Context: an optimization exercise on an open-source flow, tuned for small area, a short achievable clock period and few clock cycles. The choices shown serve that exercise and are no tape-out recipe.
At most, simulation tests tie the RTL to the original design; equivalence was not proved.

==> build 69: inputs <==
==> flow/design.v (excerpt) <==
module muldiv_unit_p #(
    parameter int WIDTH = 32,
    parameter int K     = 2,
    parameter int R4    = 0
) (
    input  logic             clk,
    input  logic             reset,
    input  logic             start,
    input  logic [2:0]       op,
    input  logic [WIDTH-1:0] src_a,
    input  logic [WIDTH-1:0] src_b,
    input  logic             cancel,
    input  logic             wr_en,
    input  logic             wr_hi,
    input  logic [WIDTH-1:0] wr_data,
    output logic             busy,
    output logic             done,
    output logic [WIDTH-1:0] hi,
    output logic [WIDTH-1:0] lo
);
==> flow/config.mk <==
export PLATFORM = sky130hd
export DESIGN_NAME = muldiv_unit_p
export DESIGN_NICKNAME = muldiv_unit_p
export VERILOG_FILES = /design/flow/design.v
export SDC_FILE = /design/flow/constraint.sdc
export NUM_CORES = 4
export LEC_CHECK = 0
export CAP_MARGIN = 30
export CORE_MARGIN = 2
export CORE_UTILIZATION = 40
export SETUP_SLACK_MARGIN = 5
export SLEW_MARGIN = 30
export TNS_END_PERCENT = 0
==> flow/constraint.sdc <==
create_clock -name core_clock -period 13.0 [get_ports {clk}]
set_input_delay 2.6000 -clock core_clock [delete_from_list [all_inputs] [get_ports {clk}]]
set_output_delay 2.6000 -clock core_clock [all_outputs]
set_load 0.01 [all_outputs]
run.sh (not shown) runs the stock make flow with config.mk's settings and CLKGATE_MAP_FILE= SYNTH_SCRIPT=/design/flow/synth_recipe.tcl, a recipe that flattens the netlist after the stock synthesis.
==> inputs of trial 1, as changes to build 69 <==
--- a/flow/design.v
+++ b/flow/design.v
@@ -24,21 +24,33 @@
     mode_t         mode;
     logic          short_q;              
     logic [2:0]    op_q;
     logic [32:0]   xe_q;                 
     logic [YW-1:0] ye_q;                 
-    logic          ym1_q;                
+    logic [8:0]    bone_q, btwo_q, bneg_q;    
     logic [31:0]   r_q, q_q;             
     logic [5:0]    cnt_q;                
     logic          first_q;              
     logic          triv_q, bzero_q;      
-    logic          qneg_q, rneg_q;
+    logic          qneg_q, rneg_q, fixq_q, fixr_q;
     logic          selacc_q, selt_q, selfix_q;    
     function automatic logic [5:0] lzc32(input logic [31:0] v);
         lzc32 = 6'd32;
         for (int i = 0; i < 32; i++) if (v[i]) lzc32 = 6'(31 - i);
     endfunction
+    function automatic logic [26:0] booth9(input logic [18:0] w, input logic s);
+        logic h, m, l;
+        booth9 = '0;
+        for (int j = 0; j < 9; j++) begin
+            h = w[2*j+2];
+            m = w[2*j+1];
+            l = w[2*j];
+            booth9[j]      = m ^ l;
+            booth9[9 + j]  = (h & !m & !l) | (!h & m & l);
+            booth9[18 + j] = h ^ s;
+        end
+    endfunction
     logic        in_sgn, in_div, fit_a, fit_b, swap, in_sa, in_sb, am_co, bm_co;
     logic [31:0] in_am, in_bm;
     logic [5:0]  in_za, in_zb;
     logic [5:0]  in_shp, in_ncyc;
     logic [DW-1:0] in_dal;
@@ -71,30 +83,23 @@
         end
         in_dal = DW'(in_bm) << in_shp;
     end
     logic accept;
     assign accept = !busy && start && !cancel;
-    logic        sub;
     logic [33:0] xs;
-    logic [18:0] yb;
     logic [63:0] addend, tree_a, tree_b, tsum;
     logic        fixq, fixr, tsum_co;
-    assign sub  = op_q[2] & op_q[1];
     assign xs   = {xe_q[32], xe_q};
-    assign yb   = {ye_q[17:0], ym1_q};
-    assign fixq = selfix_q && qneg_q;    
-    assign fixr = selfix_q && rneg_q;
+    assign fixq = selfix_q && fixq_q;
+    assign fixr = selfix_q && fixr_q;
     always_comb begin
         addend = 64'h0;
         if (selacc_q) addend = {hi, lo};
         if (selt_q)   addend = {18'h0, r_q, q_q[31:18]};
         if (selfix_q) addend = {(fixr ? ~r_q : r_q), (fixq ? ~q_q : q_q)};
     end
-    wire bh0 = yb[2], bm0 = yb[1], bl0 = yb[0];
-    wire one0 = bm0 ^ bl0;
-    wire two0 = (bh0 & ~bm0 & ~bl0) | (~bh0 & bm0 & bl0);
-    wire neg0 = bh0 ^ sub;
+    wire one0 = bone_q[0], two0 = btwo_q[0], neg0 = bneg_q[0];
     wire pp0_0 = (one0 & xs[0]) ^ neg0;
     wire pp0_1 = ((one0 & xs[1]) | (two0 & xs[0])) ^ neg0;
     wire pp0_2 = ((one0 & xs[2]) | (two0 & xs[1])) ^ neg0;
     wire pp0_3 = ((one0 & xs[3]) | (two0 & xs[2])) ^ neg0;
     wire pp0_4 = ((one0 & xs[4]) | (two0 & xs[3])) ^ neg0;
@@ -125,14 +130,11 @@
     wire pp0_29 = ((one0 & xs[29]) | (two0 & xs[28])) ^ neg0;
     wire pp0_30 = ((one0 & xs[30]) | (two0 & xs[29])) ^ neg0;
     wire pp0_31 = ((one0 & xs[31]) | (two0 & xs[30])) ^ neg0;
     wire pp0_32 = ((one0 & xs[32]) | (two0 & xs[31])) ^ neg0;
     wire pp0_33 = ~(((one0 & xs[33]) | (two0 & xs[32])) ^ neg0);
-    wire bh1 = yb[4], bm1 = yb[3], bl1 = yb[2];
-    wire one1 = bm1 ^ bl1;
-    wire two1 = (bh1 & ~bm1 & ~bl1) | (~bh1 & bm1 & bl1);
-    wire neg1 = bh1 ^ sub;
+    wire one1 = bone_q[1], two1 = btwo_q[1], neg1 = bneg_q[1];
     wire pp1_0 = (one1 & xs[0]) ^ neg1;
     wire pp1_1 = ((one1 & xs[1]) | (two1 & xs[0])) ^ neg1;
     wire pp1_2 = ((one1 & xs[2]) | (two1 & xs[1])) ^ neg1;
     wire pp1_3 = ((one1 & xs[3]) | (two1 & xs[2])) ^ neg1;
     wire pp1_4 = ((one1 & xs[4]) | (two1 & xs[3])) ^ neg1;
@@ -163,14 +165,11 @@
     wire pp1_29 = ((one1 & xs[29]) | (two1 & xs[28])) ^ neg1;
     wire pp1_30 = ((one1 & xs[30]) | (two1 & xs[29])) ^ neg1;
     wire pp1_31 = ((one1 & xs[31]) | (two1 & xs[30])) ^ neg1;
     wire pp1_32 = ((one1 & xs[32]) | (two1 & xs[31])) ^ neg1;
     wire pp1_33 = ~(((one1 & xs[33]) | (two1 & xs[32])) ^ neg1);
-    wire bh2 = yb[6], bm2 = yb[5], bl2 = yb[4];
-    wire one2 = bm2 ^ bl2;
-    wire two2 = (bh2 & ~bm2 & ~bl2) | (~bh2 & bm2 & bl2);
-    wire neg2 = bh2 ^ sub;
+    wire one2 = bone_q[2], two2 = btwo_q[2], neg2 = bneg_q[2];
     wire pp2_0 = (one2 & xs[0]) ^ neg2;
     wire pp2_1 = ((one2 & xs[1]) | (two2 & xs[0])) ^ neg2;
     wire pp2_2 = ((one2 & xs[2]) | (two2 & xs[1])) ^ neg2;
     wire pp2_3 = ((one2 & xs[3]) | (two2 & xs[2])) ^ neg2;
     wire pp2_4 = ((one2 & xs[4]) | (two2 & xs[3])) ^ neg2;
@@ -201,14 +200,11 @@
     wire pp2_29 = ((one2 & xs[29]) | (two2 & xs[28])) ^ neg2;
     wire pp2_30 = ((one2 & xs[30]) | (two2 & xs[29])) ^ neg2;
     wire pp2_31 = ((one2 & xs[31]) | (two2 & xs[30])) ^ neg2;
     wire pp2_32 = ((one2 & xs[32]) | (two2 & xs[31])) ^ neg2;
     wire pp2_33 = ~(((one2 & xs[33]) | (two2 & xs[32])) ^ neg2);
-    wire bh3 = yb[8], bm3 = yb[7], bl3 = yb[6];
-    wire one3 = bm3 ^ bl3;
-    wire two3 = (bh3 & ~bm3 & ~bl3) | (~bh3 & bm3 & bl3);
-    wire neg3 = bh3 ^ sub;
+    wire one3 = bone_q[3], two3 = btwo_q[3], neg3 = bneg_q[3];
     wire pp3_0 = (one3 & xs[0]) ^ neg3;
     wire pp3_1 = ((one3 & xs[1]) | (two3 & xs[0])) ^ neg3;
     wire pp3_2 = ((one3 & xs[2]) | (two3 & xs[1])) ^ neg3;
     wire pp3_3 = ((one3 & xs[3]) | (two3 & xs[2])) ^ neg3;
     wire pp3_4 = ((one3 & xs[4]) | (two3 & xs[3])) ^ neg3;
@@ -239,14 +235,11 @@
     wire pp3_29 = ((one3 & xs[29]) | (two3 & xs[28])) ^ neg3;
     wire pp3_30 = ((one3 & xs[30]) | (two3 & xs[29])) ^ neg3;
     wire pp3_31 = ((one3 & xs[31]) | (two3 & xs[30])) ^ neg3;
     wire pp3_32 = ((one3 & xs[32]) | (two3 & xs[31])) ^ neg3;
     wire pp3_33 = ~(((one3 & xs[33]) | (two3 & xs[32])) ^ neg3);
-    wire bh4 = yb[10], bm4 = yb[9], bl4 = yb[8];
-    wire one4 = bm4 ^ bl4;
-    wire two4 = (bh4 & ~bm4 & ~bl4) | (~bh4 & bm4 & bl4);
-    wire neg4 = bh4 ^ sub;
+    wire one4 = bone_q[4], two4 = btwo_q[4], neg4 = bneg_q[4];
     wire pp4_0 = (one4 & xs[0]) ^ neg4;
     wire pp4_1 = ((one4 & xs[1]) | (two4 & xs[0])) ^ neg4;
     wire pp4_2 = ((one4 & xs[2]) | (two4 & xs[1])) ^ neg4;
     wire pp4_3 = ((one4 & xs[3]) | (two4 & xs[2])) ^ neg4;
     wire pp4_4 = ((one4 & xs[4]) | (two4 & xs[3])) ^ neg4;
@@ -277,14 +270,11 @@
     wire pp4_29 = ((one4 & xs[29]) | (two4 & xs[28])) ^ neg4;
     wire pp4_30 = ((one4 & xs[30]) | (two4 & xs[29])) ^ neg4;
     wire pp4_31 = ((one4 & xs[31]) | (two4 & xs[30])) ^ neg4;
     wire pp4_32 = ((one4 & xs[32]) | (two4 & xs[31])) ^ neg4;
     wire pp4_33 = ~(((one4 & xs[33]) | (two4 & xs[32])) ^ neg4);
-    wire bh5 = yb[12], bm5 = yb[11], bl5 = yb[10];
-    wire one5 = bm5 ^ bl5;
-    wire two5 = (bh5 & ~bm5 & ~bl5) | (~bh5 & bm5 & bl5);
-    wire neg5 = bh5 ^ sub;
+    wire one5 = bone_q[5], two5 = btwo_q[5], neg5 = bneg_q[5];
     wire pp5_0 = (one5 & xs[0]) ^ neg5;
     wire pp5_1 = ((one5 & xs[1]) | (two5 & xs[0])) ^ neg5;
     wire pp5_2 = ((one5 & xs[2]) | (two5 & xs[1])) ^ neg5;
     wire pp5_3 = ((one5 & xs[3]) | (two5 & xs[2])) ^ neg5;
     wire pp5_4 = ((one5 & xs[4]) | (two5 & xs[3])) ^ neg5;
@@ -315,14 +305,11 @@
     wire pp5_29 = ((one5 & xs[29]) | (two5 & xs[28])) ^ neg5;
     wire pp5_30 = ((one5 & xs[30]) | (two5 & xs[29])) ^ neg5;
     wire pp5_31 = ((one5 & xs[31]) | (two5 & xs[30])) ^ neg5;
     wire pp5_32 = ((one5 & xs[32]) | (two5 & xs[31])) ^ neg5;
     wire pp5_33 = ~(((one5 & xs[33]) | (two5 & xs[32])) ^ neg5);
-    wire bh6 = yb[14], bm6 = yb[13], bl6 = yb[12];
-    wire one6 = bm6 ^ bl6;
-    wire two6 = (bh6 & ~bm6 & ~bl6) | (~bh6 & bm6 & bl6);
-    wire neg6 = bh6 ^ sub;
+    wire one6 = bone_q[6], two6 = btwo_q[6], neg6 = bneg_q[6];
     wire pp6_0 = (one6 & xs[0]) ^ neg6;
     wire pp6_1 = ((one6 & xs[1]) | (two6 & xs[0])) ^ neg6;
     wire pp6_2 = ((one6 & xs[2]) | (two6 & xs[1])) ^ neg6;
     wire pp6_3 = ((one6 & xs[3]) | (two6 & xs[2])) ^ neg6;
     wire pp6_4 = ((one6 & xs[4]) | (two6 & xs[3])) ^ neg6;
@@ -353,14 +340,11 @@
     wire pp6_29 = ((one6 & xs[29]) | (two6 & xs[28])) ^ neg6;
     wire pp6_30 = ((one6 & xs[30]) | (two6 & xs[29])) ^ neg6;
     wire pp6_31 = ((one6 & xs[31]) | (two6 & xs[30])) ^ neg6;
     wire pp6_32 = ((one6 & xs[32]) | (two6 & xs[31])) ^ neg6;
     wire pp6_33 = ~(((one6 & xs[33]) | (two6 & xs[32])) ^ neg6);
-    wire bh7 = yb[16], bm7 = yb[15], bl7 = yb[14];
-    wire one7 = bm7 ^ bl7;
-    wire two7 = (bh7 & ~bm7 & ~bl7) | (~bh7 & bm7 & bl7);
-    wire neg7 = bh7 ^ sub;
+    wire one7 = bone_q[7], two7 = btwo_q[7], neg7 = bneg_q[7];
     wire pp7_0 = (one7 & xs[0]) ^ neg7;
     wire pp7_1 = ((one7 & xs[1]) | (two7 & xs[0])) ^ neg7;
     wire pp7_2 = ((one7 & xs[2]) | (two7 & xs[1])) ^ neg7;
     wire pp7_3 = ((one7 & xs[3]) | (two7 & xs[2])) ^ neg7;
     wire pp7_4 = ((one7 & xs[4]) | (two7 & xs[3])) ^ neg7;
@@ -391,14 +375,11 @@
     wire pp7_29 = ((one7 & xs[29]) | (two7 & xs[28])) ^ neg7;
     wire pp7_30 = ((one7 & xs[30]) | (two7 & xs[29])) ^ neg7;
     wire pp7_31 = ((one7 & xs[31]) | (two7 & xs[30])) ^ neg7;
     wire pp7_32 = ((one7 & xs[32]) | (two7 & xs[31])) ^ neg7;
     wire pp7_33 = ~(((one7 & xs[33]) | (two7 & xs[32])) ^ neg7);
-    wire bh8 = yb[18], bm8 = yb[17], bl8 = yb[16];
-    wire one8 = bm8 ^ bl8;
-    wire two8 = (bh8 & ~bm8 & ~bl8) | (~bh8 & bm8 & bl8);
-    wire neg8 = bh8 ^ sub;
+    wire one8 = bone_q[8], two8 = btwo_q[8], neg8 = bneg_q[8];
     wire pp8_0 = (one8 & xs[0]) ^ neg8;
     wire pp8_1 = ((one8 & xs[1]) | (two8 & xs[0])) ^ neg8;
     wire pp8_2 = ((one8 & xs[2]) | (two8 & xs[1])) ^ neg8;
     wire pp8_3 = ((one8 & xs[3]) | (two8 & xs[2])) ^ neg8;
     wire pp8_4 = ((one8 & xs[4]) | (two8 & xs[3])) ^ neg8;
@@ -1215,11 +1196,11 @@
     assign tree_b[61] = hs327;
     assign tree_a[62] = hc327;
     assign tree_b[62] = hs328;
     assign tree_a[63] = hc328;
     assign tree_b[63] = hs329;
-    muldiv_bk_add #(.W(64)) u_cpa (.a(tree_a), .b(tree_b), .cin(1'b0), .s(tsum), .cout(tsum_co));
+    assign tsum = tree_a + tree_b;    
     localparam int NU = R4 + (K - 2 * R4);
     logic [31:0]   rs [0:NU];
     logic [K-1:0]  qbits;
     assign rs[0] = r_q;
     for (genvar u = 0; u < NU; u++) begin : g_unit
@@ -1338,11 +1319,11 @@
         selfix_q <= busy && (mode == DSTEP) && (cnt_q == 6'd1);
     end
     always_ff @(posedge clk) begin
         if (!busy) begin
             op_q    <= op;
-            ym1_q   <= 1'b0;
+            {bneg_q, btwo_q, bone_q} <= booth9({swap ? src_a[17:0] : src_b[17:0], 1'b0}, op[2] & op[1]);
             short_q <= fit_a || fit_b;
             first_q <= 1'b1;
             bzero_q <= (src_b == 32'h0);
             triv_q  <= (src_b == 32'h0) || !in_a_ge_b;
             qneg_q  <= in_sa ^ in_sb;
@@ -1356,18 +1337,20 @@
         end else begin
             first_q <= 1'b0;
             case (mode)
                 M0: begin
                     {r_q, q_q} <= tsum;
-                    ye_q  <= YW'({{18{ye_q[32]}}, ye_q[32:18]});
-                    ym1_q <= ye_q[17];
+                    {bneg_q, btwo_q, bone_q} <= booth9({{3{ye_q[32]}}, ye_q[32:18], ye_q[17]}, op_q[2] & op_q[1]);
                 end
                 DSTEP: begin
                     r_q    <= r_n;
                     q_q    <= q_n;
                     cnt_q  <= cnt_q - 6'd1;
-                    ye_q   <= (cnt_q == 6'd1) ? '0 : YW'(ye_q >> K);
+                    ye_q   <= YW'(ye_q >> K);
+                    {bneg_q, btwo_q, bone_q} <= '0;
+                    fixq_q <= qneg_q;    
+                    fixr_q <= rneg_q;
                 end
                 default: ;
             endcase
         end
     end
--- a/flow/config.mk
+++ b/flow/config.mk
@@ -8,6 +8,5 @@
 export CAP_MARGIN = 30
 export CORE_MARGIN = 2
 export CORE_UTILIZATION = 40
 export SETUP_SLACK_MARGIN = 5
 export SLEW_MARGIN = 30
-export TNS_END_PERCENT = 0
==> notes.md <==
- In trial 1 the worst hold slack is lower than in build 69, by 0.041 ns.
- Via count: build 69 is smaller than trial 1 (about 4.5%).
- In build 69 the utilization is higher than in trial 1, by 1.5 points.
Testbench counts of build 69, summed over its fixed seeds: cycles 15,716.
The RTL of trial 1 was laid out without a check of its function.

## afterwards: timing with drivers on the ports
Ports are ideal in the flow. The routed layouts listed here were re-timed in OpenROAD. Step 1 assumes that a clkbuf_16 drives the clock port and a buf_2 every other input. Step 2 also shifts input and output timing later by t, the mid clock arrival at the registers, as if the neighbouring blocks saw the same clock. Three values: no drivers, after step 1, after step 2; two values: the first two.
run	t (ns)	setup WS [ns]	latest minus earliest clock arrival (ns)
build 69	0.680	5.009 / 5.048 / 4.367	0.059 / 0.059
trial 1	0.625	5.093 / 5.093 / 4.678	0.031 / 0.032
After both steps every run listed still meets setup and hold. The setup slack of build 69, which loses most, moves by +0.039 ns with the drivers and by -0.642 ns with both steps.
